This is an optimization exercise on Yosys and OpenROAD, whose aim is small area and a short achievable clock period, not a production implementation.
Function was checked by simulation only, so behaviour that the tests miss may differ from the original.
Power and IR drop assume default switching activity.

Setup of old:
==> flow/design.v (excerpt) <==
module rv_core (
  input  logic                    clk,
  input  logic                    reset,
  output logic [rv_pkg::xlen-1:0] icache_addr,
  output logic                    icache_re,
  input  logic [rv_pkg::xlen-1:0] icache_dout,
  output logic [rv_pkg::xlen-1:0] dcache_addr,
  output logic [rv_pkg::xlen-1:0] dcache_din,
  output logic [3:0]              dcache_we,
  output logic                    dcache_re,
  input  logic [rv_pkg::xlen-1:0] dcache_dout,
  input  logic                    stall,
  output logic [rv_pkg::xlen-1:0] csr
);
Size in the first run: about 4400 cells after synthesis, roughly 1300 flip-flops, roughly 200 I/O pins, about 0.059 sq mm of cells after synthesis.
export LEC_CHECK = 0
export CAP_MARGIN = 20
export CELL_PAD_IN_SITES_DETAIL_PLACEMENT = 1
export CORE_MARGIN = 2
export CORE_UTILIZATION = 50
export CTS_BUF_LIST = sky130_fd_sc_hd__clkbuf_4 sky130_fd_sc_hd__clkbuf_8
export CTS_CLUSTER_DIAMETER = 80
export CTS_CLUSTER_SIZE = 12
export PLACE_DENSITY = 0.55
export SETUP_SLACK_MARGIN = 3.6
export SLEW_MARGIN = 20
export SYNTH_HIERARCHICAL = 1
create_clock -name core_clock -period 8.0 [get_ports {clk}]
run.sh (not shown) runs the stock make flow with config.mk's settings and CLKGATE_MAP_FILE= SYNTH_SCRIPT=/design/flow/synth_recipe.tcl, a recipe that flattens the netlist after the stock synthesis.
old completed every stage of the flow, and the final layout passed the timing, design-rule and antenna checks.
Edits applied to the flow inputs when going from old to new:
- CTS_CLUSTER_SIZE no longer set, was 12
- CTS_CLUSTER_DIAMETER no longer set, was 80
- SETUP_SLACK_MARGIN now 3.4, was 3.6
- Comparing new and old, number of gates given a new drive strength after cts is lower on new.
- Taking old as the reference point, the global-route usage of new falls by 1.7 points.
- Changes observed in new relative to old: worst setup slack +0.29 ns; maximum clock frequency climbed about 6%; number of standard cells in the layout, taps in and fillers out +36.
- From old to new the numbers moved as follows: total of clock buffers placed in the layout saw an increase; met2 demand-to-capacity share in global routing went down.
- Run comparison: old critical path's slowest cell nor3_2; new critical path's slowest cell nand4_1


indigo:
rv_core again, from the RTL that the note above started with.
==> flow/design.v (excerpt) <==
module rv_core (
  input  logic                    clk,
  input  logic                    reset,
  output logic [rv_pkg::xlen-1:0] icache_addr,
  output logic                    icache_re,
  input  logic [rv_pkg::xlen-1:0] icache_dout,
  output logic [rv_pkg::xlen-1:0] dcache_addr,
  output logic [rv_pkg::xlen-1:0] dcache_din,
  output logic [3:0]              dcache_we,
  output logic                    dcache_re,
  input  logic [rv_pkg::xlen-1:0] dcache_dout,
  input  logic                    stall,
  output logic [rv_pkg::xlen-1:0] csr
);
  localparam int xlen = rv_pkg::xlen;
  logic [xlen-1:2] pc_id, pc_f;
  logic            id_valid;
  logic            front_hold;
  assign pc_f       = id_valid ? pc_id + 30'd1 : pc_id;
  always_ff @(posedge clk) begin
    if (reset) begin
      pc_id    <= rv_pkg::pc_reset_w;
      id_valid <= 1'b0;
    end else if (!front_hold) begin
      pc_id    <= pc_f;
  ...
Settings: LEC_CHECK=0, CAP_MARGIN=20, CELL_PAD_IN_SITES_DETAIL_PLACEMENT=1, CORE_MARGIN=2, CORE_UTILIZATION=55, CTS_BUF_LIST=sky130_fd_sc_hd__clkbuf_4 sky130_fd_sc_hd__clkbuf_8, CTS_CLUSTER_DIAMETER=80, CTS_CLUSTER_SIZE=14, PLACE_DENSITY=0.6, SETUP_SLACK_MARGIN=3.4, SLEW_MARGIN=20, SYNTH_HIERARCHICAL=1; clock period 8.0 ns.
indigo | status: complete | timing, DRC, antenna: pass
#### Input delta (fjord over indigo)
Settings: changing CORE_UTILIZATION from 55 to 50; changing CTS_CLUSTER_SIZE from 14 to 12; changing PLACE_DENSITY from 0.6 to 0.55.
[summary]
- Going from indigo to fjord, leakage component of the power shrinks by 1.1%.
- [compare] base=indigo new=fjord: post-CTS setup buffer count down 39, reported sequential group power about even, power in the clock group increased about 8%, met1 usage in global routing decreased by 3.4 points relative to the old numbers.
- fjord ended up with sky130_fd_sc_hd__nor3b_4 as its worst-path cell with the longest stage delay; indigo ended up with sky130_fd_sc_hd__nor3_2.
- Looking at timing startpoint of the critical path, the icache_dout[2] result is from indigo; the icache_dout[12] one comes from fjord.
- Taking indigo as the reference, in fjord area of all sequential standard cells level; count of buffering cells on the critical path with inverters included has decreased; worst hold slack shows an increase of 0.0095 ns; met3 usage in global routing lost 3.1 points.
- Max detailed-routing iteration count for the pre-antenna-repair pass across indigo and fjord: indigo
- fjord: relative slew slack 4.1 points above indigo

re-timing with driven ports:
No port has a modelled driver above. Below, the same layouts with a new extraction and two added sets of constraints.
Step 1 (the two cells are an assumption about what drives the block):
set clk [get_ports {clk}]
set_driving_cell -lib_cell sky130_fd_sc_hd__clkbuf_16 $clk
set_driving_cell -lib_cell sky130_fd_sc_hd__buf_2 [delete_from_list [all_inputs] $clk]
Step 2, shift: input delay + t, output delay - t, t = (earliest + latest rising clock arrival at the registers) / 2. This alone moves slack from input paths to output paths.
Three values: ideal, step 1, step 2; two values: the first two.
run | t, ns | setup slack, ns | clock arrival spread, ns | worst slew at a driven data input, ns
old | 0.914 | 2.864 / 2.800 / 2.711 | 0.066 / 0.066 | 0.18
new | 1.011 | 3.158 / 3.092 / 2.570 | 0.057 / 0.056 | 0.16
indigo | 0.898 | 3.100 / 3.039 / 2.507 | 0.056 / 0.056 | 0.17
fjord | 0.922 | 3.182 / 3.146 / 2.350 | 0.049 / 0.049 | 0.15
After both steps setup and hold are still met in every run listed. The setup slack of fjord, which loses most, moves by -0.036 ns with the drivers and by -0.832 ns with both steps.
